This design comes from an exercise in tuning for small area on the open sky130 flow, not from production work. RTL that was checked went through simulation tests only; none was proved equivalent to the original. Function not checked in run 1: the RTL went through the layout flow alone. Power figures rest on the tool's default switching activity, not on a simulated workload.

$ cat flow/config.mk
export PLATFORM = sky130hd
export DESIGN_NAME = exe_top
export DESIGN_NICKNAME = exe_top
export VERILOG_FILES = /design/flow/design.v
export SDC_FILE = /design/flow/constraint.sdc
export NUM_CORES = 4
export LEC_CHECK = 0
export ABC_AREA = 1
export CAP_MARGIN = 20
export CORE_MARGIN = 2
export CORE_UTILIZATION = 55
export SLEW_MARGIN = 20
$ cat flow/constraint.sdc
create_clock -name core_clock -period 10.0 [get_ports {clk}]
set_input_delay 2.0000 -clock core_clock [delete_from_list [all_inputs] [get_ports {clk}]]
set_output_delay 2.0000 -clock core_clock [all_outputs]
set_load 0.01 [all_outputs]
$ cat flow/design.v
package exe_pkg;
        localparam int XLEN       = 32;
        localparam int REG_ADDR_W = 5;
        localparam logic [6:0] OPC_OP     = 7'b0110011;
        localparam logic [6:0] OPC_OP_IMM = 7'b0010011;
        localparam logic [6:0] OPC_BRANCH = 7'b1100011;
        localparam logic [6:0] OPC_LUI    = 7'b0110111;
        localparam logic [6:0] OPC_AUIPC  = 7'b0010111;
        typedef struct packed {
                logic                    wr;
                logic [REG_ADDR_W-1:0]   rd;
                logic [XLEN-1:0]         val;
        } res_rec_t;
endpackage
`timescale 1ns/100ps
module operand_decode (
        input  logic                        clk,
        input  logic                        reset_n,
        input  logic                        in_req_i,
        input  logic [31:0]                 instr_i,
        input  logic [exe_pkg::XLEN-1:0]    pc_i,
        input  logic [exe_pkg::XLEN-1:0]    rs1_i,
        input  logic [exe_pkg::XLEN-1:0]    rs2_i,
        output logic                        in_ack_o,
        input  logic                        fifo_full_i,
        output logic                        push_o,
        output exe_pkg::res_rec_t           rec_o
);
        logic [6:0]                 opcode;
        logic [2:0]                 funct3;
        logic                       is_op;
        logic                       is_op_imm;
        logic                       is_alu;
        logic                       is_branch;
        logic                       is_lui;
        logic                       is_auipc;
        logic                       alt;
        logic                       sub;
        logic [31:0]                y;
        logic [31:0]                b;
        logic [31:0]                p;
        logic [31:0]                g;
        logic [32:0]                c;
        logic                       eq;
        logic                       lt;
        logic                       ltu;
        logic                       shl;
        logic                       fill;
        logic [31:0]                sh_in;
        logic [63:0]                sh_ext;
        logic [31:0]                sh_out;
        logic                       en_p;
        logic                       en_c;
        logic                       en_g;
        logic [31:0]                alu_out;
        logic                       br_taken;
        logic [31:0]                imm2;
        logic [31:0]                pc2;
        logic [31:0]                upper;
        logic [31:0]                pg;
        logic [31:0]                pp;
        logic [32:0]                pc_c;
        assign push_o = in_req_i & ~in_ack_o & ~fifo_full_i;
        always_ff @(posedge clk or negedge reset_n) begin
                if (!reset_n) begin
                        in_ack_o <= 1'b0;
                end else if (push_o) begin
                        in_ack_o <= 1'b1;
                end else if (!in_req_i) begin
                        in_ack_o <= 1'b0;
                end
        end
        assign opcode    = instr_i[6:0];
        assign funct3    = instr_i[14:12];
        assign is_op     = (opcode == exe_pkg::OPC_OP);
        assign is_op_imm = (opcode == exe_pkg::OPC_OP_IMM);
        assign is_alu    = is_op | is_op_imm;
        assign is_branch = (opcode == exe_pkg::OPC_BRANCH);
        assign is_lui    = (opcode == exe_pkg::OPC_LUI);
        assign is_auipc  = (opcode == exe_pkg::OPC_AUIPC);
        assign alt       = instr_i[30] & (is_op | (funct3 == 3'b101));
        assign y = is_op_imm ? {{20{instr_i[31]}}, instr_i[31:20]} : rs2_i;
        assign sub = is_branch | (funct3[2:1] == 2'b01) | ((funct3 == 3'b000) & alt);
        assign b   = y ^ {32{sub}};
        assign p = rs1_i ^ b;
        assign g = rs1_i & b;
        assign c[0] = sub;
        for (genvar i = 0; i < 32; i++) begin : g_add
                assign c[i+1] = g[i] | (p[i] & c[i]);
        end
        assign eq  = &p;                         
        assign ltu = ~c[32];
        assign lt  = rs1_i[31] ^ b[31] ^ c[32];
        assign shl  = (funct3 == 3'b001);
        assign fill = alt & rs1_i[31] & ~shl;
        for (genvar i = 0; i < 32; i++) begin : g_rev
                assign sh_in[i] = shl ? rs1_i[31-i] : rs1_i[i];
        end
        assign sh_ext = {{32{fill}}, sh_in} >> y[4:0];
        assign sh_out = sh_ext[31:0];
        assign en_p = (funct3 == 3'b000) | (funct3 == 3'b100) | (funct3 == 3'b110);
        assign en_c = (funct3 == 3'b000);
        assign en_g = (funct3 == 3'b110) | (funct3 == 3'b111);
        for (genvar i = 0; i < 32; i++) begin : g_res
                assign alu_out[i] = ((p[i] & en_p) ^ ((c[i] & en_c) | (g[i] & en_g)))
                                  | (shl & sh_out[31-i])
                                  | ((funct3 == 3'b101) & sh_out[i])
                                  | ((i == 0) & (funct3 == 3'b010) & lt)
                                  | ((i == 0) & (funct3 == 3'b011) & ltu);
        end
        always_comb begin
                case (funct3)
                        3'b000:  br_taken = eq;
                        3'b001:  br_taken = ~eq;
                        3'b100:  br_taken = lt;
                        3'b101:  br_taken = ~lt;
                        3'b110:  br_taken = ltu;
                        3'b111:  br_taken = ~ltu;
                        default: br_taken = 1'b0;
                endcase
        end
        assign imm2 = (is_lui | is_auipc) ? {instr_i[31:12], 12'd0}
                    : {{20{instr_i[31]}}, instr_i[7], instr_i[30:25], instr_i[11:8], 1'b0};
        assign pc2  = is_lui ? 32'd0 : pc_i;
        assign pg = pc2 & imm2;
        assign pp = pc2 ^ imm2;
        assign pc_c[0] = 1'b0;
        for (genvar i = 0; i < 32; i++) begin : g_pcadd
                assign pc_c[i+1] = pg[i] | (pp[i] & pc_c[i]);
                assign upper[i]  = pp[i] ^ pc_c[i];
        end
        always_comb begin
                rec_o.wr = is_alu | is_lui | is_auipc;
                if (rec_o.wr) begin
                        rec_o.rd = instr_i[11:7];
                end else begin
                        rec_o.rd = {3'b000, is_branch, is_branch & br_taken};
                end
                rec_o.val = is_alu ? alu_out : upper;
        end
endmodule
`timescale 1ns/100ps
module op_fifo (
        input  logic                clk,
        input  logic                reset_n,
        input  logic                push_i,
        input  exe_pkg::res_rec_t   wdata_i,
        input  logic                pop_i,
        output exe_pkg::res_rec_t   shown_o,
        output logic                full_o,
        output logic                empty_o
);
        localparam int N = 5;
        localparam int W = $bits(wdata_i);
        logic [W-1:0]       mem [N];
        logic [N-1:0]       wr_ptr;      
        logic [N-1:0]       shown;       
        logic [N-1:0]       rd_ptr;      
        logic [W-1:0]       head;
        assign rd_ptr  = (shown == '0) ? N'(1) : {shown[N-2:0], shown[N-1]};
        assign empty_o = |(wr_ptr & rd_ptr);
        assign full_o  = |({wr_ptr[N-2:0], wr_ptr[N-1]} & rd_ptr);
        always_ff @(posedge clk) begin
                for (int i = 0; i < N; i++) begin
                        if (push_i && wr_ptr[i]) begin
                                mem[i] <= wdata_i;
                        end
                end
        end
        always_ff @(posedge clk or negedge reset_n) begin
                if (!reset_n) begin
                        wr_ptr <= N'(1);
                        shown  <= '0;
                end else begin
                        if (push_i) begin
                                wr_ptr <= {wr_ptr[N-2:0], wr_ptr[N-1]};
                        end
                        if (pop_i) begin
                                shown <= rd_ptr;
                        end
                end
        end
        always_comb begin
                head = '0;
                for (int i = 0; i < N; i++) begin
                        head = head | (mem[i] & {W{shown[i]}});
                end
        end
        assign shown_o = head;
endmodule
`timescale 1ns/100ps
module alu_branch_exec (
        input  logic                                clk,
        input  logic                                reset_n,
        input  logic                                empty_i,
        input  exe_pkg::res_rec_t                   rec_i,
        output logic                                pop_o,
        output logic                                res_req_o,
        input  logic                                res_ack_i,
        output logic [exe_pkg::REG_ADDR_W-1:0]      rd_addr_o,
        output logic                                write_rd_o,
        output logic [exe_pkg::XLEN-1:0]            result_o,
        output logic                                branch_taken_o,
        output logic [exe_pkg::XLEN-1:0]            branch_target_o
);
        logic release_q;     
        assign pop_o = ~res_req_o & ~release_q & ~empty_i;
        always_ff @(posedge clk or negedge reset_n) begin
                if (!reset_n) begin
                        res_req_o <= 1'b0;
                        release_q <= 1'b0;
                end else begin
                        if (pop_o) begin
                                res_req_o <= 1'b1;
                        end else if (res_req_o && res_ack_i) begin
                                res_req_o <= 1'b0;
                                release_q <= 1'b1;
                        end else if (release_q && !res_ack_i) begin
                                release_q <= 1'b0;
                        end
                end
        end
        assign write_rd_o      = rec_i.wr;
        assign rd_addr_o       = rec_i.rd & {5{rec_i.wr}};
        assign result_o        = rec_i.val & {32{rec_i.wr}};
        assign branch_taken_o  = rec_i.rd[0] & ~rec_i.wr;
        assign branch_target_o = rec_i.val & {32{rec_i.rd[1] & ~rec_i.wr}};
endmodule
`timescale 1ns/100ps
module exe_top #(
        parameter int DEPTH = 4
) (
        input  logic                                clk,
        input  logic                                reset_n,
        input  logic                                in_req_i,
        output logic                                in_ack_o,
        input  logic [31:0]                         instr_i,
        input  logic [exe_pkg::XLEN-1:0]            pc_i,
        input  logic [exe_pkg::XLEN-1:0]            rs1_i,
        input  logic [exe_pkg::XLEN-1:0]            rs2_i,
        output logic                                res_req_o,
        input  logic                                res_ack_i,
        output logic [exe_pkg::REG_ADDR_W-1:0]      rd_addr_o,
        output logic                                write_rd_o,
        output logic [exe_pkg::XLEN-1:0]            result_o,
        output logic                                branch_taken_o,
        output logic [exe_pkg::XLEN-1:0]            branch_target_o
);
        logic                   push;
        logic                   pop;
        logic                   fifo_full;
        logic                   fifo_empty;
        exe_pkg::res_rec_t      push_rec;
        exe_pkg::res_rec_t      shown_rec;
        operand_decode u_decode (
                .clk         (clk),
                .reset_n     (reset_n),
                .in_req_i    (in_req_i),
                .instr_i     (instr_i),
                .pc_i        (pc_i),
                .rs1_i       (rs1_i),
                .rs2_i       (rs2_i),
                .in_ack_o    (in_ack_o),
                .fifo_full_i (fifo_full),
                .push_o      (push),
                .rec_o       (push_rec)
        );
        op_fifo u_fifo (
                .clk     (clk),
                .reset_n (reset_n),
                .push_i  (push),
                .wdata_i (push_rec),
                .pop_i   (pop),
                .shown_o (shown_rec),
                .full_o  (fifo_full),
                .empty_o (fifo_empty)
        );
        alu_branch_exec u_exec (
                .clk             (clk),
                .reset_n         (reset_n),
                .empty_i         (fifo_empty),
                .rec_i           (shown_rec),
                .pop_o           (pop),
                .res_req_o       (res_req_o),
                .res_ack_i       (res_ack_i),
                .rd_addr_o       (rd_addr_o),
                .write_rd_o      (write_rd_o),
                .result_o        (result_o),
                .branch_taken_o  (branch_taken_o),
                .branch_target_o (branch_target_o)
        );
endmodule
$ cat flow/run.sh
#!/bin/bash
# synth_recipe.tcl (not shown) runs the flow's synth.tcl, then flattens the netlist and writes it again
# the make line also repeats each setting of config.mk as NAME=value (left out here)
make -C /OpenROAD-flow-scripts/flow DESIGN_CONFIG=/design/flow/config.mk WORK_HOME=/design/flow/orfs CLKGATE_MAP_FILE= SYNTH_SCRIPT=/design/flow/synth_recipe.tcl finish
==> impl_metrics.tcl, run 1 <==
set metrics [dict create \
    p_switching_w 0.00119 \
    cts-root-buf "clkbuf_16" \
    fin_ws_ns -1.86 \
    clock-sinks 203 \
    fmax_mhz 84.3 \
    fin_nets 2064 \
    path_clk_slew_ns 0.06 \
    path_max_fanout 5 \
    layout_common_cells "484 x nand2_1, 195 x clkdlybuf4s50_1, 190 x edfxtp_1" \
    routed_wl_um 44100 \
    die_area_mm2 0.0262 \
    arrival_ns 12.06 \
    drc 0 \
    drive_gt1_share_pct 9.95 \
    dpl.hpwl_um 33000 \
    grt_antenna_before_repair 4 \
    setup.worst_path.start_class "input pin" \
    gr-usage-all-layers_pct 33.2 \
    yosysWarnings 4 \
    insertion_delay_ns 0.46 \
    final_hold_viol_count 0 \
    critPathMostFrequentCell "fa_2" \
    synth_ff_type "edfxtp_1" \
    so_faults "negative setup slack" \
    dpl_cell_area_mm2 0.0164 \
    power.density_mw_per_mm2 193 \
    ys_seq_area_share_pct 44.0 \
    htreeDepth 1 \
    avgSynthCellArea_um2 8.13 \
    wl_per_cell_um 20.0 \
    holdCritPathClass "flip-flop to flip-flop" \
    finalHoldWorstSlack_ns 0.486 \
    syn-cell-area_mm2 0.0137 \
    relSlewSlack_pct 40.8 \
    synthToLayoutAreaGrowth_pct 24.3 \
    p_int_w 0.00209 \
    ios 205 \
    finish.utilization_pct 69.9 \
    peakVddDrop_mv 0.495 \
    die_w_um 162 \
    port_buffers 204 \
    p_comb_share_pct 46.7 \
    synth_nets 1881 \
    run_status "finished with violations" \
    grt.overflow.total 0 \
    crit_required_ns 10.20 \
    fin_area_mm2 0.0171 \
    maxCapViolations 0 \
    row_count 57 \
    rsz0062_at_grt "yes" \
    viasPerCell 5.84 \
    vias 12900 \
    synth-seq-cells 203 \
    dr.first_iter.drc_count 1315 \
    start_util_pct 56.3 \
    p_clk_share_pct 20.1 \
    final_common_cell "nand2_1" \
    tritoncts "built" \
    netlist_instances 1687 \
    fp.coreArea_mm2 0.0244 \
    cp_slowest_cell "fa_2" \
    grt_start_max_net_pins 68 \
    async_reset_ff_share_pct 6.40 \
    fin_worst_skew_ns 0.0101 \
    endpoint_kind "flip-flop" \
    fillers 1969 \
    period_share_pct 119 \
    leakage_nw 6.95 \
    fin_crit_ns 11.86 \
    numCtsBuffers 17 \
    yosysUniqueCellTypes 51 \
    die_h_um 162 \
    clockBufferDepth 3 \
    cts_hold_buf 0 \
    grt_pass1_wl_um 66100 \
    critPathMaxStageDelay_ns 0.37 \
    cp.buffers_inverters 5 \
    tightest_slew_ns 0.880 \
    firstDrtPassIters 5 \
    globalplace.congestion 1.03 \
    pwr-share-seq_pct 33.1 \
    antenna_left 0 \
    crit_family "adder cells" \
    grt_pass1_vias 11800 \
    setup_viol 35 \
    crit_type "input pin to flip-flop" \
    switching_share_pct 36.3 \
    synth_edf_count 190 \
    drv_slew 0 \
]
==> synthesized netlist by cell type, types with 4 or more instances <==
master | count | area (µm²)
nand2_1 | 490 | 1840
edfxtp_1 | 190 | 5710
o21ai_0 | 179 | 896
inv_1 | 139 | 522
nor2_1 | 139 | 522
clkbuf_1 | 86 | 323
nand3_1 | 71 | 355
a21oi_1 | 56 | 280
a221oi_1 | 38 | 333
ha_1 | 33 | 413
fa_1 | 29 | 581
xor2_1 | 28 | 245
a22oi_1 | 26 | 195
o211ai_1 | 19 | 143
dfrtp_1 | 12 | 300
buf_1 | 11 | 41.3
xnor2_1 | 11 | 96.3
nand4_1 | 10 | 62.6
nor3_1 | 9 | 45.0
nand2_2 | 8 | 50.1
a2bb2oi_1 | 7 | 61.3
a31oi_1 | 7 | 43.8
inv_2 | 7 | 26.3
a211oi_1 | 6 | 45.0
mux2i_1 | 6 | 60.1
nor4_1 | 6 | 37.5
o21ai_1 | 6 | 30.0
a22o_1 | 5 | 43.8
clkinv_1 | 5 | 18.8
or2_2 | 5 | 31.3
and3_1 | 4 | 25.0
o21bai_1 | 4 | 30.0
==> registers in the layout (all words and copies together) (netlist names) <==
register           flops
u_exec.release_q       1
u_decode.in_ack_o      1
u_fifo.wr_ptr          5
u_fifo.mem           190
u_exec.res_req_o       1
u_fifo.shown           5
==> metrics by stage <==
step           worst slack [ns]  TNS (ns)  cells  power, W
3_5_place_dp              -2.77    -74.61   2170   0.00262
6_report                  -1.86    -35.32   2208   0.00329
2_1_floorplan             -1.88    -36.38   1687   0.00192
4_1_cts                   -1.82    -33.80   2203   0.00329
3_3_place_gp              -2.55    -63.49   2170   0.00260
5_1_grt                   -2.06    -40.78   2208   0.00347
==> cell type report <==
class	instances	area, µm²	share of cell area, %
Antenna cell	4	10.0	0.0587
Clock buffer	20	447	2.62
Clock inverter	9	123	0.719
Inverter	151	577	3.38
Multi-Input combinational cell	1235	6980	40.9
Sequential cell	203	6030	35.4
Tap cell	324	405	2.38
Timing Repair Buffer	262	2480	14.5
==> what timing repair did <==
action	CTS	global route
setup buffers	4	1
gates resized for setup	47	3
endpoints found under the setup margin	40	40
pin swaps	5	1
cloned	0	0
==> tightest hold or removal path, cell delays in order (launching register included) <==
cell and delay [ns]:
dfrtp_1 0.32, nor2_1 0.05, nor2_1 0.08
==> path summary, 6_finish.rpt <==
| check | start | to | slack, ns | cells after the start |
|---|---|---|---|---|
| max in group asynchronous | reset_n | u_fifo.wr_ptr[3] | 7.70 | 1 |
| min reg2reg | u_exec.release_q | u_exec.release_q | 0.49 | 2 |
| min | u_exec.release_q | u_exec.release_q | 0.49 | 2 |
| max reg2reg | u_fifo.shown[0] | u_fifo.mem[0][7] | 6.92 | 7 |
| min in group asynchronous | reset_n | u_fifo.shown[1] | 1.92 | 1 |
| max | instr_i[0] | u_fifo.mem[3][31] | -1.86 | 43 |
==> cells by family after synthesis <==
kind of cell,count (synthesis),synth area share [%]
xor gates and xnor gates,39,2.49
adders and majority gates,62,7.24
DFF,203,44.0
AOI/OAI and AO/OA,376,16.7
muxes,6,0.438
buffers and inverters,249,6.82
and+or+nand+nor,752,22.3
==> metal layers <==
metal	wire (µm)	vias to the layer above	part of all wire (%)	track usage, %
met3	3080	129	7.0	2.66
met4	2890	0	6.5	19.1
met1	17000	5962	38	42.4
met5	0	-	0	0
met2	21200	669	48	55.8
li1	-	6129	-	-
==> power by group through the flow <==
stage,Combinational (W),Sequential [W],Clock (W)
CTS,0.00153,0.00109,0.000670
finish,0.00154,0.00109,0.000662
global placement,0.00150,0.00110,0
detailed placement,0.00152,0.00111,0
floorplan,0.000805,0.00111,0
global route,0.00167,0.00110,0.000704
==> run 2: changes to the inputs <==
--- a/flow/design.v
+++ b/flow/design.v
@@ -47,7 +47,7 @@
         logic                       shl;
         logic                       fill;
         logic [31:0]                sh_in;
-        logic [63:0]                sh_ext;
+        logic [31:0]                l0, l1, l2, l3;
         logic [31:0]                sh_out;
         logic                       en_p;
         logic                       en_c;
@@ -96,17 +96,22 @@
         for (genvar i = 0; i < 32; i++) begin : g_rev
                 assign sh_in[i] = shl ? rs1_i[31-i] : rs1_i[i];
         end
-        assign sh_ext = {{32{fill}}, sh_in} >> y[4:0];
-        assign sh_out = sh_ext[31:0];
-        assign en_p = (funct3 == 3'b000) | (funct3 == 3'b100) | (funct3 == 3'b110);
-        assign en_c = (funct3 == 3'b000);
-        assign en_g = (funct3 == 3'b110) | (funct3 == 3'b111);
+        for (genvar i = 0; i < 32; i++) begin : g_sh
+                assign l0[i] = y[4] ? ((i + 16 < 32) ? sh_in[(i + 16) % 32] : fill) : sh_in[i];
+                assign l1[i] = y[3] ? ((i +  8 < 32) ? l0[(i + 8) % 32] : fill) : l0[i];
+                assign l2[i] = y[2] ? ((i +  4 < 32) ? l1[(i + 4) % 32] : fill) : l1[i];
+                assign l3[i] = y[1] ? ((i +  2 < 32) ? l2[(i + 2) % 32] : fill) : l2[i];
+                assign sh_out[i] = y[0] ? ((i + 1 < 32) ? l3[(i + 1) % 32] : fill) : l3[i];
+        end
+        assign en_p = is_alu & ((funct3 == 3'b000) | (funct3 == 3'b100) | (funct3 == 3'b110));
+        assign en_c = is_alu & (funct3 == 3'b000);
+        assign en_g = is_alu & ((funct3 == 3'b110) | (funct3 == 3'b111));
         for (genvar i = 0; i < 32; i++) begin : g_res
                 assign alu_out[i] = ((p[i] & en_p) ^ ((c[i] & en_c) | (g[i] & en_g)))
-                                  | (shl & sh_out[31-i])
-                                  | ((funct3 == 3'b101) & sh_out[i])
-                                  | ((i == 0) & (funct3 == 3'b010) & lt)
-                                  | ((i == 0) & (funct3 == 3'b011) & ltu);
+                                  | (is_alu & shl & sh_out[31-i])
+                                  | (is_alu & (funct3 == 3'b101) & sh_out[i])
+                                  | ((i == 0) & is_alu & (funct3 == 3'b010) & lt)
+                                  | ((i == 0) & is_alu & (funct3 == 3'b011) & ltu);
         end
         always_comb begin
                 case (funct3)
@@ -127,7 +132,7 @@
         assign pc_c[0] = 1'b0;
         for (genvar i = 0; i < 32; i++) begin : g_pcadd
                 assign pc_c[i+1] = pg[i] | (pp[i] & pc_c[i]);
-                assign upper[i]  = pp[i] ^ pc_c[i];
+                assign upper[i]  = (pp[i] & ~is_alu) ^ (pc_c[i] & ~is_alu);
         end
         always_comb begin
                 rec_o.wr = is_alu | is_lui | is_auipc;
@@ -136,7 +141,7 @@
                 end else begin
                         rec_o.rd = {3'b000, is_branch, is_branch & br_taken};
                 end
-                rec_o.val = is_alu ? alu_out : upper;
+                rec_o.val = alu_out | upper;
         end
 endmodule
 `timescale 1ns/100ps
==> run 2 against run 1 <==
Net effect: now clean on timing, DRC and antenna; combinational power hardly changed; worst setup slack better by 2.9 ns; die area is 2.2% higher; hold slack better by 0.013 ns; final area is 0.31% lower; clock skew is 0.0048 ns higher; non-clock buffer count is 26 lower; clock power is 7.9% higher; synthesized cell count is 4.6% higher; flip-flop and latch count stayed put; register-to-register slack worse by 0.12 ns; critical path type unchanged; highest routed layer unchanged.
==> impl_metrics.tcl, run 2 <==
set metrics [dict create \
    synth.area.top_cells "edfxtp_1 41%, nand2_1 12%, o21ai_0 6.3%" \
    synth_nets 1958 \
    row_count 58 \
    tritoncts "built" \
    fp.coreArea_mm2 0.0251 \
    run_status "complete, no violations" \
    synth_xor_area_share_pct 2.68 \
    synth_top_family_by_area "simple AND/OR/NAND/NOR gates" \
    viasPerCell 5.86 \
    crit_type "input pin to flip-flop" \
    globalplace.congestion 1.03 \
    synth-simple-area-share_pct 22.6 \
    regMostFlops "u_fifo.mem" \
    synth_compound_area_share_pct 16.8 \
    clock-sinks 203 \
    antenna_left 0 \
    pre_cts_ws_ns 0.780 \
    cts_hold_buf 0 \
    tightest_slew_ns 1.10 \
    cp_slowest_cell "clkdlybuf4s50_1" \
    syn-cell-area_mm2 0.0140 \
    synth_edf_count 190 \
    grt_antenna_before_repair 1 \
    worstReg2RegStart "u_fifo.shown[2]" \
    synth_ff_type "edfxtp_1" \
    dpl.hpwl_um 34600 \
    ios 205 \
    synthToLayoutAreaGrowth_pct 21.2 \
    reg_top3 "u_fifo.mem: 190 flops, u_fifo.shown: 5 flops, u_fifo.wr_ptr: 5 flops" \
    grt_start_max_net_pins 53 \
    synth_mux_area_share_pct 1.28 \
    ctsResizeCount 0 \
    yosysWarnings 4 \
    rsz0062_at_grt "no" \
    yosysUniqueCellTypes 51 \
    synth-seq-cells 203 \
    endpoint_kind "flip-flop" \
    path_clk_slew_ns 0.06 \
    routed_wl_um 45900 \
    synth_top_cell_by_area "edfxtp_1" \
    port_buffers 204 \
    period_share_pct 89.3 \
    critPathMaxStageDelay_ns 0.53 \
    dr.first_iter.drc_count 1521 \
    final_common_cell "nand2_1" \
    firstDrtPassIters 6 \
    numCtsBuffers 18 \
    dpl_cell_area_mm2 0.0164 \
    reg2reg_to "u_fifo.mem[2][28]" \
    crit_required_ns 10.17 \
    peakVddDrop_mv 0.368 \
    netlist_instances 1764 \
    clockBufferDepth 3 \
    largest_register_ffs 190 \
    reg2reg_slack_ns 6.80 \
    vias 13300 \
    insertion_delay_ns 0.48 \
    setup_viol 0 \
    fin_worst_skew_ns 0.0148 \
    holdCritPathClass "flip-flop to flip-flop" \
    fin_crit_ns 8.93 \
    drive_gt1_share_pct 6.46 \
    avgSynthCellArea_um2 7.95 \
    ys_seq_area_share_pct 43.0 \
    grt_pass1_wl_um 68900 \
    die_w_um 164 \
    grt_pass1_vias 12100 \
    yosysMostFrequentCell "nand2_1" \
    r2r_cells 7 \
    fin_nets 2118 \
    cts_setup_buffers 0 \
    async_reset_ff_share_pct 6.40 \
    die_h_um 164 \
    relSlewSlack_pct 25.8 \
    leakage_nw 7.08 \
    grt.overflow.total 0 \
    synth_top_area_share_pct 40.7 \
    crit_end "u_fifo.mem[4][29]" \
    path_max_fanout 22 \
    layout_common_cells "446 x nand2_1, 204 x clkdlybuf4s50_1, 195 x inv_1" \
    power.density_mw_per_mm2 196 \
    start_util_pct 55.9 \
    fmax_mhz 112 \
    htreeDepth 1 \
    arrival_ns 9.10 \
    setup_tns_ns 0 \
    die_area_mm2 0.0268 \
    ys_top_cells_by_count "446 x nand2_1, 195 x inv_1, 190 x edfxtp_1, 178 x o21ai_0, 161 x nor2_1" \
    gr-usage-all-layers_pct 33.9 \
    maxCapViolations 0 \
    cts-root-buf "clkbuf_16" \
    synth_fa_ha_area_share_pct 5.53 \
    setup.worst_path.start_class "input pin" \
    startpoint "instr_i[0]" \
    drv_slew 0 \
    fin_ws_ns 1.07 \
    critPathMostFrequentCell "nor2_2" \
    drc 0 \
    fin_area_mm2 0.0170 \
    wl_per_cell_um 20.2 \
    final_hold_viol_count 0 \
]
[run 2: changes by cell type after synthesis, sizes merged, moves of 6 or more]
cell | before | now
nor3 | 9 | 21
a2bb2oi | 7 | 0
a21oi | 56 | 44
ha | 33 | 62
inv | 146 | 201
a221oi | 38 | 52
nand3 | 74 | 68
fa | 29 | 0
nor2 | 143 | 184
nand2 | 499 | 463
o311ai | 0 | 15
mux2i | 6 | 18
[run 2: how the worst min path moves through the flow]
stage,from,depth (start not counted),endpoint,slack [ns]
final,u_exec.release_q,2,u_exec.release_q,0.50
after global placement,u_exec.release_q,2,u_exec.release_q,0.47
after floorplan,u_exec.release_q,2,u_exec.release_q,0.44
after CTS,u_exec.release_q,2,u_exec.release_q,0.51
after detailed placement,u_exec.release_q,2,u_exec.release_q,0.48
after global routing,u_exec.release_q,2,u_exec.release_q,0.51
[run 2: cells by family after synthesis]
kind of cell,after synthesis
AND/OR/NAND/NOR,762
XOR/XNOR,43
AO/OA/AOI/OAI,375
adder cells (fa/ha/maj),62
multiplexers,18
buffers and inverters,301
flip-flops,203
[run 2: stage by stage]
stage / power, W / hold WS, ns / std cells / utilization, %
CTS: 0.00333 / 0.507 / 2266 / 67.7
finish: 0.00333 / 0.499 / 2267 / 67.7
global route: 0.00350 / 0.514 / 2266 / 67.7
floorplan: 0.00192 / 0.444 / 1764 / -
global placement: 0.00259 / 0.468 / 2234 / 65.3
detailed placement: 0.00262 / 0.485 / 2234 / 65.3
[run 2: cell type report]
type / count / area (µm²)
multi-input cells: 1260 / 6890
inverters: 205 / 769
clock inverters: 8 / 119
well taps: 330 / 413
repair buffers: 236 / 2280
fillers: 2051 / 8100
flip-flops and latches: 203 / 6030
diodes: 1 / 2.50
clock buffers: 24 / 494
[run 2: worst max-delay path: cells and delay by family]
| family | cells | cell delay, ns |
|---|---|---|
| fa+ha+maj | 1 | 0.30 |
| simple gates | 52 | 4.91 |
| compound gates | 6 | 0.85 |
| buf+inv | 3 | 1.06 |
[run 2: metal layers]
metal	wire [µm]	vias to the layer above	GRT usage, %	part of all wire [%]
li1	-	6342	-	-
met3	3340	92	2.85	7.3
met5	0	-	0	0
met1	18600	6207	44.9	40
met2	22100	645	57.8	48
met4	1900	0	13.6	4.1
[run 2: power by group]
| part | total (W) | switching [W] | leakage [nW] | internal, W |
|---|---|---|---|---|
| registers | 0.00110 | 0.0000297 | 1.88 | 0.00107 |
| clock network | 0.000714 | 0.000286 | 0.296 | 0.000428 |
| logic | 0.00152 | 0.000903 | 4.90 | 0.000616 |
==> run 3: changes to the inputs <==
==> flow/flow/run.sh (new file) <==
#!/bin/bash
# Own layout flow: the standard synthesis unchanged, then the standard
# ORFS layout with smaller port buffers and power (area) recovery after
# global routing. Each step's full output goes to a log file here.
set -euo pipefail
bash standard.sh synth > flow_synth.log 2>&1
bash standard.sh \
        BUFFER_PORTS_ARGS="-buffer_cell sky130_fd_sc_hd__buf_1" \
        RECOVER_POWER=100 \
        finish > flow_layout.log 2>&1
==> flow/standard.sh (new file) <==
#!/bin/bash
# synth_recipe.tcl (not shown) runs the flow's synth.tcl, then flattens the netlist and writes it again
# the make line also repeats each setting of config.mk as NAME=value (left out here)
make -C /OpenROAD-flow-scripts/flow DESIGN_CONFIG=/design/flow/config.mk WORK_HOME=/design/flow/orfs CLKGATE_MAP_FILE= SYNTH_SCRIPT=/design/flow/synth_recipe.tcl "${@:-finish}"
removed: flow/run.sh
==> run 3 against run 2 <==
Net effect: now fails the layout checks on max-capacitance violations, max-slew violations; critical path depth stayed put; die area stayed put; sequential share of layout area is 3.1 points higher; flip-flop and latch count stayed put; synthesized cell count stayed put; global-route usage is 0.64 points lower; area after synthesis stayed put; utilization is 5.4 points lower; critical path type unchanged; highest routed layer is now met5.
==> impl_metrics.tcl, run 3 <==
set metrics [dict create \
    run_status "finished with violations" \
    so_faults "max-capacitance violations, max-slew violations" \
    final_hold_viol_count 0 \
    firstDrtPassIters 5 \
    r2r_cells 9 \
    synth-simple-area-share_pct 22.6 \
    netlist_instances 1764 \
    dr.first_iter.drc_count 1198 \
    tightest_slew_ns 2.63 \
    row_count 58 \
    maxCapViolations 10 \
    die_area_mm2 0.0268 \
    synthToLayoutAreaGrowth_pct 11.5 \
    multi_input_area_mm2 0.00685 \
    critPathMostFrequentCell "nor2_1" \
    crit_end "u_fifo.mem[2][29]" \
    drv_slew 354 \
    critPathMaxStageDelay_ns 0.29 \
    synth_xor_area_share_pct 2.68 \
    finish.utilization_pct 62.3 \
    synth_top_cell_by_area "edfxtp_1" \
    yosysUniqueCellTypes 51 \
    reg_top3 "u_fifo.mem: 190 flops, u_fifo.shown: 5 flops, u_fifo.wr_ptr: 5 flops" \
    vias 13100 \
    reg2reg_slack_ns 4.32 \
    synth_top_family_by_area "simple AND/OR/NAND/NOR gates" \
    cp_slowest_cell "ha_1" \
    setup_tns_ns 0 \
    crit_family "simple AND/OR/NAND/NOR gates" \
    rsz0062_at_grt "no" \
    endpoint_kind "flip-flop" \
    fin_worst_skew_ns 0.00920 \
    synth_fa_ha_area_share_pct 5.53 \
    gr-usage-all-layers_pct 33.3 \
    async_reset_ff_share_pct 6.40 \
    synth_ff_type "edfxtp_1" \
    period_share_pct 88.7 \
    synth_nets 1958 \
    synth_mux_area_share_pct 1.28 \
    die_w_um 164 \
    synth_compound_area_share_pct 16.8 \
    tritoncts "built" \
    setup.worst_path.start_class "input pin" \
    htreeDepth 1 \
    cts_setup_buffers 0 \
    grt_pass1_wl_um 67400 \
    fmax_mhz 113 \
    wl_per_cell_um 19.8 \
    avgSynthCellArea_um2 7.95 \
    die_h_um 164 \
    fin_nets 2117 \
    port_buffers 204 \
    globalplace.congestion 1.01 \
    peakVddDrop_mv 0.283 \
    grt.overflow.total 0 \
    cp.buffers_inverters 3 \
    regMostFlops "u_fifo.mem" \
    cts-root-buf "clkbuf_16" \
    fp.coreArea_mm2 0.0251 \
    layout_common_cells "452 x nand2_1, 203 x buf_1, 195 x inv_1" \
    leakage_nw 6.48 \
    relSlewSlack_pct -75.5 \
    seq_area_mm2 0.00603 \
    cp_num_cells 62 \
    arrival_ns 9.05 \
    viasPerCell 5.76 \
    crit_type "input pin to flip-flop" \
    yosysWarnings 4 \
    path_clk_slew_ns 0.07 \
    ctsResizeCount 0 \
    reg2reg_to "u_fifo.mem[4][24]" \
    setup_viol 0 \
    final_common_cell "nand2_1" \
    synth_edf_count 190 \
    startpoint "instr_i[0]" \
    cts_hold_buf 0 \
    synth_top_area_share_pct 40.7 \
    grt_antenna_before_repair 3 \
    yosysMostFrequentCell "nand2_1" \
    start_util_pct 55.9 \
    fin_crit_ns 8.87 \
    dpl.hpwl_um 33800 \
    synth-seq-cells 203 \
    antenna_left 0 \
    insertion_delay_ns 0.48 \
    holdCritPathClass "flip-flop to flip-flop" \
    largest_register_ffs 190 \
    power.density_mw_per_mm2 197 \
    grt_start_max_net_pins 53 \
    ys_seq_area_share_pct 43.0 \
    routed_wl_um 45000 \
    clockBufferDepth 3 \
    crit_required_ns 10.17 \
    path_max_fanout 22 \
    drc 0 \
    grt_pass1_vias 11900 \
    syn-cell-area_mm2 0.0140 \
    worstReg2RegStart "u_fifo.shown[0]" \
    synth.area.top_cells "edfxtp_1 41%, nand2_1 12%, o21ai_0 6.3%" \
    drive_gt1_share_pct 4.81 \
    clock-sinks 203 \
    ys_top_cells_by_count "446 x nand2_1, 195 x inv_1, 190 x edfxtp_1, 178 x o21ai_0, 161 x nor2_1" \
    ios 205 \
    fillers 2344 \
    numCtsBuffers 18 \
]
[run 3: cell counts after synthesis]
No cell type changed its count.
[run 3: how the worst min path moves through the flow]
stage,startpoint,endpoint,depth (start not counted)
finish,u_exec.res_req_o,u_exec.res_req_o,2
global route,u_exec.res_req_o,u_exec.res_req_o,2
CTS,u_exec.res_req_o,u_exec.res_req_o,2
detailed placement,u_exec.res_req_o,u_exec.res_req_o,2
global placement,u_exec.release_q,u_exec.release_q,2
floorplan,u_exec.release_q,u_exec.release_q,2
[run 3: power by group]
| group | internal [W] | switching, W |
|---|---|---|
| combinational | 0.000364 | 0.000878 |
| sequential | 0.00108 | 0.0000296 |
| clock | 0.000449 | 0.000288 |
| total | 0.00189 | 0.00120 |
[run 3: cells by family (layout without fill, tap and decap cells)]
group           Yosys count  count (layout)
simple gates            762             762
compound gates          375             375
buf+inv                 301             472
flops                   203             203
fa+ha+maj                62              62
xor+xnor                 43              43
mux                      18              18
other cells               0               2
[run 3: layout make-up]
class	instances	area share, %
antenna	2	0.0320
clock buffer	21	3.09
inverter	205	4.92
tap	330	2.64
sequential	203	38.5
multi-input combinational	1260	43.8
clock inverter	11	0.968
timing repair buffer	235	6.05
[run 3: metal layers]
metal  vias up  global-route usage, %  routed length (µm)
met2       586                   56.5               21500
met3        85                   2.63                2980
li1       6344                      -                   -
met4         2                   13.6                1930
met1      6037                   44.3               18500
met5         -                      0                  18
[run 3: per-stage QoR]
stage          instance area (µm²)  power (W)  cells  worst slack [ns]  hold slack (ns)
2_1_floorplan                14000    0.00192   1764              2.21            0.444
3_3_place_gp                 15100    0.00234   2233              1.35            0.470
3_5_place_dp                 15100    0.00236   2233              1.12            0.497
4_1_cts                      15700    0.00309   2265              1.61            0.537
5_1_grt                      15600    0.00328   2265             0.323            0.558
6_report                     15600    0.00309   2267              1.13            0.523
[run 3: worst register-to-register path: stages (launching register included)]
cell and delay (ns):
dfrtp_1 0.33, clkbuf_1 1.64, inv_1 0.36, a41o_1 0.36, nand2_1 0.06, nand2_1 0.27
inv_1 0.26, nand2_1 0.09, inv_1 0.06, clkbuf_1 1.79
==> run 4: changes to the inputs <==
==> flow/flow/run.sh (replaced) <==
#!/bin/bash
# Own layout flow: the standard synthesis unchanged, then the standard
# ORFS layout with single-drive port buffers and a clock tree of smaller
# buffers without dummy loads. Each step's full output goes to a log here.
set -euo pipefail
bash standard.sh synth > flow_synth.log 2>&1
bash standard.sh \
        BUFFER_PORTS_ARGS="-buffer_cell sky130_fd_sc_hd__buf_1" \
        CTS_ARGS="-sink_clustering_enable -repair_clock_nets -dont_use_dummy_load -buf_list sky130_fd_sc_hd__clkbuf_8" \
        finish > flow_layout.log 2>&1
==> run 4 against run 3 <==
Net effect: now clean on timing, DRC and antenna; critical path depth stayed put; wire length is 0.62% lower; final area is 1.0% lower; critical path type unchanged; largest cell class unchanged; highest routed layer unchanged.
==> impl_metrics.tcl, run 4 <==
set metrics [dict create \
    wl_per_cell_um 19.8 \
    cp_slowest_cell "ha_1" \
    htreeDepth 1 \
    p_clk_share_pct 17.4 \
    row_count 58 \
    drv_slew 0 \
    fmax_mhz 118 \
    grt.overflow.total 0 \
    avgSynthCellArea_um2 7.95 \
    setup.worst_path.start_class "input pin" \
    maxCapViolations 0 \
    critPathMostFrequentCell "nor2_2" \
    start_util_pct 55.9 \
    yosysWarnings 4 \
    dpl.hpwl_um 33800 \
    final_hold_viol_count 0 \
    leakage_nw 6.43 \
    min_from "u_exec.res_req_o" \
    die_h_um 164 \
    cts_setup_buffers 0 \
    clockBufferDepth 3 \
    antenna_left 0 \
    p_comb_share_pct 43.8 \
    die_area_mm2 0.0268 \
    port_buffers 204 \
    synth.area.top_cells "edfxtp_1 41%, nand2_1 12%, o21ai_0 6.3%" \
    fin_nets 2126 \
    endpoint_kind "flip-flop" \
    drive_gt1_share_pct 6.63 \
    dr.first_iter.drc_count 1061 \
    grt_pass1_vias 11800 \
    crit_family "simple AND/OR/NAND/NOR gates" \
    grt_antenna_before_repair 3 \
    drc 0 \
    numCtsBuffers 27 \
    synthToLayoutAreaGrowth_pct 10.4 \
    syn-cell-area_mm2 0.0140 \
    tightest_slew_ns 1.12 \
    cp.buffers_inverters 3 \
    yosysMostFrequentCell "nand2_1" \
    tritoncts "built" \
    crit_type "input pin to flip-flop" \
    pwr-share-seq_pct 38.8 \
    fillers 2355 \
    worstReg2RegStart "u_fifo.shown[2]" \
    switching_share_pct 40.9 \
    peakVddDrop_mv 0.235 \
    synth_nets 1958 \
    p_switching_w 0.00116 \
    power.density_mw_per_mm2 183 \
    ios 205 \
    gr-usage-all-layers_pct 33.2 \
    holdCritPathClass "flip-flop to flip-flop" \
    grt_pass1_wl_um 67200 \
    cp_num_cells 62 \
    viasPerCell 5.76 \
    final_common_cell "nand2_1" \
    routed_wl_um 44700 \
    cts-root-buf "clkbuf_8" \
    hold_depth 2 \
    p_total_w 0.00284 \
    startpoint "instr_i[0]" \
    crit_required_ns 10.19 \
    arrival_ns 8.66 \
    globalplace.congestion 1.01 \
    clock-sinks 203 \
    fp.coreArea_mm2 0.0251 \
    path_clk_slew_ns 0.06 \
    p_int_w 0.00168 \
    cts_hold_buf 0 \
    yosysUniqueCellTypes 51 \
    path_max_fanout 22 \
    setup_viol 0 \
    regMostFlops "u_fifo.mem" \
    grt_start_max_net_pins 53 \
    async_reset_ff_share_pct 6.40 \
    firstDrtPassIters 6 \
    vias 13000 \
    layout_common_cells "446 x nand2_1, 204 x buf_1, 195 x inv_1" \
    fin_worst_skew_ns 0.0314 \
    setup_tns_ns 0 \
    critPathMaxStageDelay_ns 0.29 \
    netlist_instances 1764 \
    insertion_delay_ns 0.53 \
    die_w_um 164 \
    run_status "complete, no violations" \
    ctsResizeCount 0 \
    reg_top3 "u_fifo.mem: 190 flops, u_fifo.shown: 5 flops, u_fifo.wr_ptr: 5 flops" \
    ys_top_cells_by_count "446 x nand2_1, 195 x inv_1, 190 x edfxtp_1, 178 x o21ai_0, 161 x nor2_1" \
    relSlewSlack_pct 24.3 \
    period_share_pct 84.6 \
    synth_edf_count 190 \
    synth-seq-cells 203 \
    rsz0062_at_grt "no" \
    synth_top_cell_by_area "edfxtp_1" \
    largest_register_ffs 190 \
    r2r_cells 9 \
    synth_ff_type "edfxtp_1" \
    ys_seq_area_share_pct 43.0 \
    fin_crit_ns 8.46 \
    synth_top_area_share_pct 40.7 \
]
-- run 4: through the flow --
| step | cells | setup slack (ns) | hold WS, ns | area, µm² | utilization [%] |
|---|---|---|---|---|---|
| 6_report | 2262 | 1.54 | 0.513 | 15500 | 61.7 |
| 5_1_grt | 2260 | 0.682 | 0.556 | 15500 | 61.7 |
| 2_1_floorplan | 1764 | 2.21 | 0.444 | 14000 | - |
| 4_1_cts | 2260 | 1.62 | 0.512 | 15500 | 61.7 |
| 3_3_place_gp | 2233 | 1.35 | 0.470 | 15100 | 60.2 |
| 3_5_place_dp | 2233 | 1.12 | 0.497 | 15100 | 60.2 |
-- run 4: layer usage --
metal	wire [µm]	GRT usage [%]	share of wire [%]
met1	18500	44.3	41
met2	21200	56.0	47
met3	3100	3.06	6.9
met4	1920	13.5	4.3
met5	18	0	0.040
-- run 4: power groups by stage --
stage	logic, W	registers (W)	clock network, W
final	0.00124	0.00110	0.000494
after global routing	0.00139	0.00111	0.000534
after CTS	0.00124	0.00110	0.000501
after detailed placement	0.00124	0.00112	0
after global placement	0.00123	0.00112	0
after floorplan	0.000796	0.00112	0
-- run 4: layout make-up --
type                    instances  area, µm²  share of cell area [%]
multi-input cells            1260       6900                    44.5
inverters                     205        769                    4.97
repair buffers                235        998                    6.45
diodes                          2       5.00                  0.0323
well taps                     330        413                    2.67
clock buffers                  27        372                    2.40
flip-flops and latches        203       6030                    38.9
-- run 4: final timing paths --
path / endpoint / slack, ns
setup / recovery: u_fifo.mem[4][29] / 1.54
hold / removal: u_exec.res_req_o / 0.51
setup reg to reg: u_fifo.mem[4][29] / 6.99
hold reg to reg: u_exec.res_req_o / 0.51
max in group asynchronous: u_fifo.shown[3] / 8.07
min in group asynchronous: u_exec.release_q / 1.49
-- run 4: cells by family (layout without fill, tap and decap cells) --
| kind of cell | count (synthesis) | count (layout) | share of synthesized area [%] |
|---|---|---|---|
| AO/OA/AOI/OAI | 375 | 375 | 16.8 |
| XOR/XNOR | 43 | 43 | 2.68 |
| adder cells (fa/ha/maj) | 62 | 62 | 5.53 |
| buffers and inverters | 301 | 467 | 8.16 |
| flip-flops | 203 | 203 | 43.0 |
| multiplexers | 18 | 18 | 1.28 |
| other | 0 | 2 | 0 |
| AND/OR/NAND/NOR | 762 | 762 | 22.6 |
-- run 4: worst register-to-register path: stages (launching register included) --
cell	delay [ns]
dfrtp_1	0.40
buf_4	0.47
inv_1	0.19
a41o_1	0.29
nand2_1	0.06
nand2_1	0.27
inv_1	0.26
nand2_1	0.09
inv_1	0.06
buf_4	0.49
==> run 5: changes to the inputs <==
--- a/flow/flow/run.sh
+++ b/flow/flow/run.sh
@@ -6,5 +6,5 @@
 bash standard.sh synth > flow_synth.log 2>&1
 bash standard.sh \
         BUFFER_PORTS_ARGS="-buffer_cell sky130_fd_sc_hd__buf_1" \
-        CTS_ARGS="-sink_clustering_enable -repair_clock_nets -dont_use_dummy_load -buf_list sky130_fd_sc_hd__clkbuf_8" \
+        CTS_ARGS="-sink_clustering_enable -repair_clock_nets -dont_use_dummy_load -buf_list sky130_fd_sc_hd__clkbuf_4" \
         finish > flow_layout.log 2>&1
--- a/flow/config.mk
+++ b/flow/config.mk
@@ -8,5 +8,5 @@
 export ABC_AREA = 1
 export CAP_MARGIN = 20
 export CORE_MARGIN = 2
-export CORE_UTILIZATION = 55
+export CORE_UTILIZATION = 65
 export SLEW_MARGIN = 20
==> run 5 against run 4 <==
Net effect: register-to-register slack improved by 0.06 ns; fmax increased by 2.0%; synthesized cell count unchanged; sequential power about the same; non-clock buffer count unchanged; area after synthesis unchanged; global-route usage increased by 5.4 points; utilization increased by 11 points; worst setup slack improved by 0.17 ns; clock power decreased by 12%; critical endpoint is now u_fifo.mem[0][29].
==> impl_metrics.tcl, run 5 <==
set metrics [dict create \
    peakVddDrop_mv 0.141 \
    maxCapViolations 0 \
    setup.worst_path.start_class "input pin" \
    port_buffers 204 \
    setup_tns_ns 0 \
    routed_wl_um 44500 \
    die_area_mm2 0.0228 \
    busiest_layer "met2" \
    globalplace.congestion 1.05 \
    synth_ff_type "edfxtp_1" \
    finalHoldWorstSlack_ns 0.513 \
    yosysWarnings 4 \
    met2_usage_pct 65.1 \
    ys_top_cells_by_count "446 x nand2_1, 195 x inv_1, 190 x edfxtp_1, 178 x o21ai_0, 161 x nor2_1" \
    tightest_slew_ns 1.15 \
    clockBufferDepth 3 \
    die_h_um 151 \
    firstDrtPassIters 6 \
    drive_gt1_share_pct 7.26 \
    relSlewSlack_pct 22.1 \
    grt.overflow.total 0 \
    yosysMostFrequentCell "nand2_1" \
    synth-seq-cells 203 \
    holdCritPathClass "flip-flop to flip-flop" \
    rsz0062_at_grt "no" \
    grt_pass1_vias 12500 \
    synthToLayoutAreaGrowth_pct 9.36 \
    endpoint_kind "flip-flop" \
    drc 0 \
    dpl.hpwl_um 32900 \
    row_count 53 \
    final_common_cell "nand2_1" \
    antenna_left 0 \
    yosysUniqueCellTypes 51 \
    crit_type "input pin to flip-flop" \
    regMostFlops "u_fifo.mem" \
    die_w_um 151 \
    min_from "u_exec.res_req_o" \
    fmax_mhz 121 \
    period_share_pct 83.0 \
    cts-root-buf "clkbuf_4" \
    drv_slew 0 \
    syn-cell-area_mm2 0.0140 \
    final_hold_viol_count 0 \
    synth_top_area_share_pct 40.7 \
    leakage_nw 6.42 \
    fp.coreArea_mm2 0.0211 \
    clock-sinks 203 \
    crit_family "simple AND/OR/NAND/NOR gates" \
    worstReg2RegStart "u_fifo.shown[1]" \
    grt_start_max_net_pins 53 \
    netlist_instances 1764 \
    dr.first_iter.drc_count 1295 \
    fin_nets 2139 \
    wl_per_cell_um 20.1 \
    ctsResizeCount 0 \
    gr-usage-all-layers_pct 38.6 \
    fin_worst_skew_ns 0.0354 \
    ys_seq_area_share_pct 43.0 \
    met1_usage_pct 48.1 \
    fin_crit_ns 8.30 \
    critPathMaxStageDelay_ns 0.44 \
    synth_top_cell_by_area "edfxtp_1" \
    synth_nets 1958 \
    numCtsBuffers 40 \
    synth_edf_count 190 \
    reg_top3 "u_fifo.mem: 190 flops, u_fifo.shown: 5 flops, u_fifo.wr_ptr: 5 flops" \
    synth.area.top_cells "edfxtp_1 41%, nand2_1 12%, o21ai_0 6.3%" \
    grt_pass1_wl_um 66500 \
    setup_viol 0 \
    async_reset_ff_share_pct 6.40 \
    viasPerCell 6.13 \
    critPathMostFrequentCell "nor2_2" \
    path_max_fanout 16 \
    vias 13600 \
    start_util_pct 66.5 \
    cp_slowest_cell "inv_1" \
    layout_common_cells "446 x nand2_1, 204 x buf_1, 195 x inv_1" \
    path_clk_slew_ns 0.06 \
    tritoncts "built" \
    grt_antenna_before_repair 2 \
    insertion_delay_ns 0.57 \
    crit_required_ns 10.26 \
    arrival_ns 8.55 \
    ios 205 \
    cts_hold_buf 0 \
    largest_register_ffs 190 \
    avgSynthCellArea_um2 7.95 \
    htreeDepth 2 \
    cp.buffers_inverters 4 \
    startpoint "instr_i[2]" \
    cts_setup_buffers 0 \
    power.density_mw_per_mm2 182 \
    use_met3_pct 5.09 \
    run_status "complete, no violations" \
]
run 5: logic make-up after synthesis:
logic type | count (synthesis) | synth area share [%]
and+or+nand+nor | 762 | 22.6
DFF | 203 | 43.0
muxes | 18 | 1.28
adders and majority gates | 62 | 5.53
xor gates and xnor gates | 43 | 2.68
AOI/OAI and AO/OA | 375 | 16.8
buffers and inverters | 301 | 8.16
run 5: power by group:
| part | internal [W] | switching [W] |
|---|---|---|
| registers | 0.00107 | 0.0000299 |
| logic | 0.000366 | 0.000887 |
| clock network | 0.000184 | 0.000249 |
run 5: through the flow:
stage          utilization (%)  setup slack [ns]  cells  total power (W)  instance area [µm²]
6_report                  72.8              1.70   2219          0.00279                15300
5_1_grt                   72.8             0.850   2219          0.00297                15300
4_1_cts                   72.7              1.87   2217          0.00278                15300
3_5_place_dp              71.3              1.31   2177          0.00235                15000
3_3_place_gp              71.3              1.63   2177          0.00231                15000
2_1_floorplan                -              2.21   1764          0.00192                14000
run 5: worst register-to-register path, stage by stage (launching register included):
cell and delay, ns:
dfrtp_1 0.36, buf_4 0.27, inv_1 0.20, o21ai_0 0.12, a2111oi_0 0.36, nand2_1 0.39, inv_1 0.26, nand2_1 0.09
inv_1 0.06, buf_4 0.47
run 5: area by class of cell:
| type | instances | area, µm² |
|---|---|---|
| antenna | 1 | 2.50 |
| clock buffer | 40 | 300 |
| fill | 1649 | 5740 |
| inverter | 205 | 769 |
| multi-input combinational | 1260 | 6900 |
| sequential | 203 | 6030 |
| tap | 275 | 344 |
| timing repair buffer | 235 | 996 |
run 5: final timing paths:
| kind | end | slack, ns | depth (start not counted) |
|---|---|---|---|
| worst max-delay path | u_fifo.mem[0][29] | 1.70 | 58 |
| worst min-delay path | u_exec.res_req_o | 0.51 | 2 |
| max in group asynchronous | u_fifo.shown[2] | 8.09 | 1 |
| min in group asynchronous | u_fifo.shown[3] | 1.47 | 1 |
| worst max register to register | u_fifo.mem[4][18] | 7.05 | 9 |
| worst min register to register | u_exec.res_req_o | 0.51 | 2 |
run 5: per-layer routing:
layer,up-vias,routed length [µm]
li1,6377,-
met1,6238,16100
met2,856,21600
met3,139,4310
met4,2,2480
met5,-,13
==> run 6: changes to the inputs <==
==> flow/flow/run.sh (replaced) <==
#!/bin/bash
# Own layout flow: the standard synthesis unchanged, then the standard
# ORFS layout with single-drive port buffers, downsizing of non-critical
# cells after floorplan, and a clock tree of smaller buffers without dummy
# loads. Each step's full output goes to a log file here.
set -euo pipefail
bash standard.sh synth > flow_synth.log 2>&1
bash standard.sh \
        BUFFER_PORTS_ARGS="-buffer_cell sky130_fd_sc_hd__buf_1" \
        POST_FLOORPLAN_TCL="$PWD/flow/recover.tcl" \
        CTS_ARGS="-sink_clustering_enable -repair_clock_nets -dont_use_dummy_load -buf_list sky130_fd_sc_hd__clkbuf_4" \
        finish > flow_layout.log 2>&1
==> flow/flow/recover.tcl (new file) <==
# Run after floorplan: give back the drive strength synthesis added where
# timing does not need it. Later repair steps fix any slew, cap or setup issue.
puts "Area recovery at floorplan"
report_design_area
repair_timing -recover_power 100 -verbose
report_design_area
==> run 6 against run 5 <==
Net effect: critical path type unchanged; utilization up 0.11 points; total power grew 1.6%; sequential power about the same; area after synthesis unchanged; critical path depth up 6; die area is the same; global-route usage is 0.074 points lower; fmax shrank 3.6%; final area up 0.15%.
==> impl_metrics.tcl, run 6 <==
set metrics [dict create \
    largest_register_ffs 190 \
    peakVddDrop_mv 0.150 \
    clock-sinks 203 \
    fp.coreArea_mm2 0.0211 \
    crit_required_ns 10.25 \
    leakage_nw 6.44 \
    start_util_pct 66.5 \
    ys_top_cells_by_count "446 x nand2_1, 195 x inv_1, 190 x edfxtp_1, 178 x o21ai_0, 161 x nor2_1" \
    wl_per_cell_um 20.3 \
    yosysUniqueCellTypes 51 \
    critPathMaxStageDelay_ns 0.29 \
    synth_top_cell_by_area "edfxtp_1" \
    routed_wl_um 45100 \
    grt_antenna_before_repair 2 \
    synth_nets 1958 \
    fin_cells 2227 \
    power.density_mw_per_mm2 184 \
    yosysWarnings 4 \
    dr.first_iter.drc_count 1402 \
    ctsResizeCount 0 \
    layout_common_cells "451 x nand2_1, 204 x buf_1, 196 x inv_1" \
    pre_cts_ws_ns 0.966 \
    final_common_cell "nand2_1" \
    place_inst 2182 \
    relSlewSlack_pct 26.6 \
    fin_crit_ns 8.61 \
    clockBufferDepth 3 \
    die_w_um 151 \
    path_max_fanout 22 \
    gr-usage-all-layers_pct 38.5 \
    cts-root-buf "clkbuf_4" \
    drive_gt1_share_pct 6.92 \
    tritoncts "built" \
    viasPerCell 6.15 \
    port_buffers 204 \
    syn-cell-area_mm2 0.0140 \
    firstDrtPassIters 8 \
    synth_edf_count 190 \
    insertion_delay_ns 0.58 \
    setup_tns_ns 0 \
    grt.overflow.total 0 \
    die_h_um 151 \
    synth_ff_type "edfxtp_1" \
    holdCritPathClass "flip-flop to flip-flop" \
    ys_seq_area_share_pct 43.0 \
    final_hold_viol_count 0 \
    htreeDepth 2 \
    regMostFlops "u_fifo.mem" \
    antenna_left 0 \
    crit_type "input pin to flip-flop" \
    reg_top3 "u_fifo.mem: 190 flops, u_fifo.shown: 5 flops, u_fifo.wr_ptr: 5 flops" \
    drc 0 \
    finish.utilization_pct 72.9 \
    cts_hold_buf 0 \
    grt_pass1_wl_um 66300 \
    run_status "complete, no violations" \
    tightest_slew_ns 1.09 \
    setup_viol 0 \
    fmax_mhz 116 \
    async_reset_ff_share_pct 6.40 \
    period_share_pct 86.1 \
    rsz0062_at_grt "no" \
    ios 205 \
    arrival_ns 8.86 \
    fin_ws_ns 1.39 \
    globalplace.congestion 1.03 \
    row_count 53 \
    numCtsBuffers 41 \
    synthToLayoutAreaGrowth_pct 9.52 \
    maxCapViolations 0 \
    grt_start_max_net_pins 53 \
    synth-seq-cells 203 \
    grt_pass1_vias 12500 \
    path_clk_slew_ns 0.07 \
    synth_top_area_share_pct 40.7 \
    yosysMostFrequentCell "nand2_1" \
    netlist_instances 1764 \
    cts_setup_buffers 0 \
    drv_slew 0 \
    vias 13700 \
    fin_nets 2146 \
    synth.area.top_cells "edfxtp_1 41%, nand2_1 12%, o21ai_0 6.3%" \
    endpoint_kind "flip-flop" \
    cp_slowest_cell "ha_1" \
    fin_worst_skew_ns 0.0600 \
    die_area_mm2 0.0228 \
    setup.worst_path.start_class "input pin" \
    critPathMostFrequentCell "nor2_2" \
    avgSynthCellArea_um2 7.95 \
    dpl.hpwl_um 33000 \
]
-- run 6: cell type report --
cell class / count / area, µm²
diodes: 2 / 5.00
clock buffers: 41 / 308
well taps: 275 / 344
fillers: 1727 / 5720
flip-flops and latches: 203 / 6030
multi-input cells: 1260 / 6870
inverters: 205 / 769
repair buffers: 241 / 1040
-- run 6: path summary, 6_finish.rpt --
path,startpoint,endpoint,slack [ns],cells past startpoint
setup reg to reg,u_fifo.shown[1],u_fifo.mem[4][9],6.98,9
hold reg to reg,u_decode.in_ack_o,u_decode.in_ack_o,0.56,2
setup / recovery,instr_i[2],u_fifo.mem[3][31],1.39,64
hold / removal,u_decode.in_ack_o,u_decode.in_ack_o,0.56,2
max in group asynchronous,reset_n,u_fifo.wr_ptr[2],8.09,1
min in group asynchronous,reset_n,u_fifo.shown[4],1.45,1
-- run 6: per-layer routing --
metal  up-vias  global-route usage (%)  wire length, µm
met1      6260                    47.4            16100
met4         0                    19.7             2380
met2       901                    66.3            22000
met5         -                       0                0
li1       6392                       -                -
met3       138                    5.66             4600
-- run 6: worst max-delay path: cells and delay by family --
family / cells / cell delay [ns]
AO/OA/AOI/OAI: 6 / 1.25
XOR/XNOR: 1 / 0.13
adder cells (fa/ha/maj): 1 / 0.29
buffers and inverters: 4 / 0.63
AND/OR/NAND/NOR: 52 / 4.52
-- run 6: metrics by stage --
step / hold slack, ns / area, µm² / power (W)
after floorplan: 0.444 / 14000 / 0.00192
after global placement: 0.469 / 15000 / 0.00231
after detailed placement: 0.537 / 15000 / 0.00235
after CTS: 0.558 / 15400 / 0.00281
after global routing: 0.578 / 15400 / 0.00300
final: 0.564 / 15400 / 0.00283
-- run 6: report_power, final --
group	switching [W]	internal, W	leakage (nW)	total [W]
Sequential	0.0000342	0.00107	1.88	0.00111
Combinational	0.000908	0.000368	4.37	0.00128
Clock	0.000262	0.000188	0.189	0.000450
Total	0.00120	0.00163	6.44	0.00283
-- run 6: cells by family after synthesis --
| kind of cell | after synthesis | share of synthesized area [%] |
|---|---|---|
| buffers and inverters | 301 | 8.16 |
| muxes | 18 | 1.28 |
| and+or+nand+nor | 762 | 22.6 |
| adders and majority gates | 62 | 5.53 |
| AOI/OAI and AO/OA | 375 | 16.8 |
| DFF | 203 | 43.0 |
| xor gates and xnor gates | 43 | 2.68 |
==> run 7: changes to the inputs <==
==> flow/flow/run.sh (replaced) <==
#!/bin/bash
# Own layout flow: the standard synthesis unchanged, then the standard
# ORFS layout with single-drive port buffers, combinational gates set back
# to drive strength 1 after floorplan, and a clock tree of smaller buffers
# without dummy loads. Each step's full output goes to a log file here.
set -euo pipefail
bash standard.sh synth > flow_synth.log 2>&1
bash standard.sh \
        BUFFER_PORTS_ARGS="-buffer_cell sky130_fd_sc_hd__buf_1" \
        POST_FLOORPLAN_TCL="$PWD/flow/downsize.tcl" \
        CTS_ARGS="-sink_clustering_enable -repair_clock_nets -dont_use_dummy_load -buf_list sky130_fd_sc_hd__clkbuf_4" \
        finish > flow_layout.log 2>&1
==> flow/flow/downsize.tcl (new file) <==
# Run after floorplan: synthesis sized some gates up for speed the 10 ns
# clock does not need. Put each combinational gate back at drive strength 1
# (same function and pins); repair_design and repair_timing in the later
# steps size up again wherever slew, capacitance or setup need it.
puts "Downsizing combinational gates"
report_design_area
set n 0
foreach inst [get_cells *] {
  set ref [get_property $inst ref_name]
  if { ![regexp {^(sky130_fd_sc_hd__[a-z0-9]+)_([0-9]+)$} $ref -> base drive] } { continue }
  if { $drive <= 1 } { continue }
  if { [regexp {df|dl|clk|buf|conb|tap|fill|decap|diode|ha|fa|maj} $base] } { continue }
  set small [get_lib_cells -quiet ${base}_1]
  if { [llength $small] == 0 } { continue }
  replace_cell $inst $small
  incr n
}
puts "Downsized $n instances"
report_design_area
removed: flow/flow/recover.tcl
==> run 7 against run 6 <==
Net effect: combinational power hardly changed; sequential power hardly changed; count of clock-buffer cells in the layout is 1 lower; sequential share of layout area is 0.28 points higher; critical endpoint is now u_fifo.mem[0][29].
==> impl_metrics.tcl, run 7 <==
set metrics [dict create \
    grt_start_max_net_pins 52 \
    finalHoldWorstSlack_ns 0.524 \
    cp_slowest_cell "nor3_2" \
    async_reset_ff_share_pct 6.40 \
    final_common_cell "nand2_1" \
    row_count 53 \
    start_util_pct 66.5 \
    run_status "complete, no violations" \
    relSlewSlack_pct 27.2 \
    die_h_um 151 \
    reg_top3 "u_fifo.mem: 190 flops, u_fifo.shown: 5 flops, u_fifo.wr_ptr: 5 flops" \
    drv_slew 0 \
    synth_top_area_share_pct 40.7 \
    routed_wl_um 45600 \
    cts-root-buf "clkbuf_4" \
    wl_per_cell_um 20.5 \
    firstDrtPassIters 6 \
    yosysMostFrequentCell "nand2_1" \
    fin_worst_skew_ns 0.0413 \
    drc 0 \
    critPathMaxStageDelay_ns 0.37 \
    grt_pass1_vias 12500 \
    avgSynthCellArea_um2 7.95 \
    path_clk_slew_ns 0.07 \
    r2r_cells 9 \
    clock-sinks 203 \
    fin_nets 2144 \
    regMostFlops "u_fifo.mem" \
    synth_top_cell_by_area "edfxtp_1" \
    final_hold_viol_count 0 \
    leakage_nw 6.43 \
    endpoint_kind "flip-flop" \
    synth_ff_type "edfxtp_1" \
    synth-seq-cells 203 \
    tritoncts "built" \
    fp.coreArea_mm2 0.0211 \
    dr.first_iter.drc_count 1494 \
    insertion_delay_ns 0.57 \
    synth.area.top_cells "edfxtp_1 41%, nand2_1 12%, o21ai_0 6.3%" \
    netlist_instances 1764 \
    gr-usage-all-layers_pct 39.4 \
    worstReg2RegStart "u_fifo.shown[1]" \
    viasPerCell 6.13 \
    die_w_um 151 \
    critPathMostFrequentCell "nor2_1" \
    setup_tns_ns 0 \
    vias 13600 \
    clockBufferDepth 3 \
    tightest_slew_ns 1.08 \
    path_max_fanout 11 \
    fin_crit_ns 8.87 \
    ys_top_cells_by_count "446 x nand2_1, 195 x inv_1, 190 x edfxtp_1, 178 x o21ai_0, 161 x nor2_1" \
    cts_hold_buf 0 \
    globalplace.congestion 1.06 \
    numCtsBuffers 40 \
    cp.buffers_inverters 2 \
    yosysWarnings 4 \
    setup_viol 0 \
    power.density_mw_per_mm2 185 \
    ys_seq_area_share_pct 43.0 \
    grt_antenna_before_repair 5 \
    syn-cell-area_mm2 0.0140 \
    holdPathEnd "u_exec.release_q" \
    port_buffers 204 \
    yosysUniqueCellTypes 51 \
    synth_edf_count 190 \
    maxCapViolations 0 \
    synthToLayoutAreaGrowth_pct 8.76 \
    crit_required_ns 10.24 \
    die_area_mm2 0.0228 \
    setup.worst_path.start_class "input pin" \
    htreeDepth 2 \
    peakVddDrop_mv 0.123 \
    dpl.hpwl_um 34500 \
    ios 205 \
    crit_family "simple AND/OR/NAND/NOR gates" \
    grt.overflow.total 0 \
    period_share_pct 88.7 \
    antenna_left 0 \
    min_from "u_exec.release_q" \
    place_inst 2183 \
    holdCritPathClass "flip-flop to flip-flop" \
    rsz0062_at_grt "no" \
    fmax_mhz 113 \
    synth_nets 1958 \
    crit_type "input pin to flip-flop" \
    hold_depth 2 \
    reg2reg_slack_ns 6.70 \
    grt_pass1_wl_um 67600 \
    layout_common_cells "463 x nand2_1, 204 x buf_1, 200 x inv_1" \
    fin_cells 2227 \
    reg2reg_to "u_fifo.mem[4][23]" \
    largest_register_ffs 190 \
    drive_gt1_share_pct 4.41 \
    arrival_ns 9.11 \
]
[run 7: final cells by class]
cell class	count	area, µm²
diodes	4	10.0
clock buffers	40	300
inverters	205	769
well taps	275	344
multi-input cells	1260	6770
flip-flops and latches	203	6030
fillers	1615	5830
repair buffers	240	1040
[run 7: stage by stage]
stage / utilization, % / total power, W / setup slack [ns] / instance area [µm²]
detailed placement: 70.9 / 0.00237 / 0.509 / 14900
finish: 72.4 / 0.00282 / 1.13 / 15300
floorplan: - / 0.00192 / 2.21 / 14000
CTS: 72.3 / 0.00280 / 1.04 / 15200
global placement: 70.9 / 0.00231 / 0.865 / 14900
global route: 72.3 / 0.00299 / 0.0785 / 15300
[run 7: what timing repair did]
item,in CTS,in global routing
gates resized for setup,0,2
setup buffers,0,0
setup endpoints to repair,0,15
[run 7: how the worst max path moves through the flow]
stage               startpoint           endpoint  slack (ns)  cells past startpoint
global placement    instr_i[2]  u_fifo.mem[0][31]        0.86                     63
global route        instr_i[1]  u_fifo.mem[4][29]        0.08                     61
detailed placement  instr_i[1]  u_fifo.mem[0][29]        0.51                     61
finish              instr_i[3]  u_fifo.mem[0][29]        1.13                     60
floorplan           instr_i[1]  u_fifo.mem[0][31]        2.21                     63
CTS                 instr_i[1]  u_fifo.mem[0][29]        1.04                     61
[run 7: power by group]
group	total, W	internal [W]	switching, W
sequential	0.00111	0.00107	0.0000330
combinational	0.00128	0.000363	0.000920
clock	0.000434	0.000184	0.000251
[run 7: kinds of logic after synthesis]
logic type	synth area share (%)
flops	43.0
mux	1.28
buf+inv	8.16
fa+ha+maj	5.53
compound gates	16.8
simple gates	22.6
xor+xnor	2.68
[run 7: worst register-to-register path, delay by kind of cell, from the launching register on]
kind                   cells  cell delay, ns
flip-flops                 1            0.36
buffers and inverters      5            1.38
AO/OA/AOI/OAI              2            0.58
AND/OR/NAND/NOR            2            0.55
[run 7: metal layers]
metal / track usage, % / up-vias / part of all wire, %
met4: 22.5 / 2 / 5.9
li1: - / 6401 / -
met2: 64.3 / 921 / 47
met3: 6.96 / 135 / 10
met5: 0 / - / 0.042
met1: 49.7 / 6189 / 37

## port drivers added, routing unchanged
The flow's constraints put no driver on any port. The routed layouts listed below were extracted and timed again, unchanged, in two steps.
Step 1 (the two cells are an assumption about what drives the block):
set clk [get_ports {clk}]
set_driving_cell -lib_cell sky130_fd_sc_hd__clkbuf_16 $clk
set_driving_cell -lib_cell sky130_fd_sc_hd__buf_2 [delete_from_list [all_inputs] $clk]
Step 2 adds t to the input delays and takes it off the output delays; t is the mean of the earliest and latest rising clock arrival at the registers after step 1. Input paths then give back, and output paths get back, about the clock's delay inside the block.
a / b / c = ideal / step 1 / step 2; a / b = the first two.
| run | shift t [ns] | slack for setup (ns) | worst setup path at the end | latest minus earliest clock arrival (ns) | pins driven straight from the clock port |
|---|---|---|---|---|---|
| run 1 | 0.495 | -1.856 / -1.863 / -2.359 | input to register | 0.013 / 0.013 | 1 |
| run 2 | 0.520 | 1.066 / 1.067 / 0.547 | input to register | 0.015 / 0.015 | 1 |
| run 3 | 0.514 | 1.129 / 1.135 / 0.621 | input to register | 0.014 / 0.014 | 1 |
| run 4 | 0.554 | 1.538 / 1.542 / 0.988 | input to register | 0.034 / 0.034 | 1 |
| run 5 | 0.589 | 1.705 / 1.710 / 1.121 | input to register | 0.039 / 0.039 | 1 |
| run 6 | 0.598 | 1.391 / 1.411 / 0.813 | input to register | 0.065 / 0.064 | 1 |
| run 7 | 0.591 | 1.135 / 1.146 / 0.556 | input to register | 0.051 / 0.051 | 1 |
For run 5, which loses most, drivers alone change the setup slack by +0.005 ns; drivers and shift together by -0.584 ns.
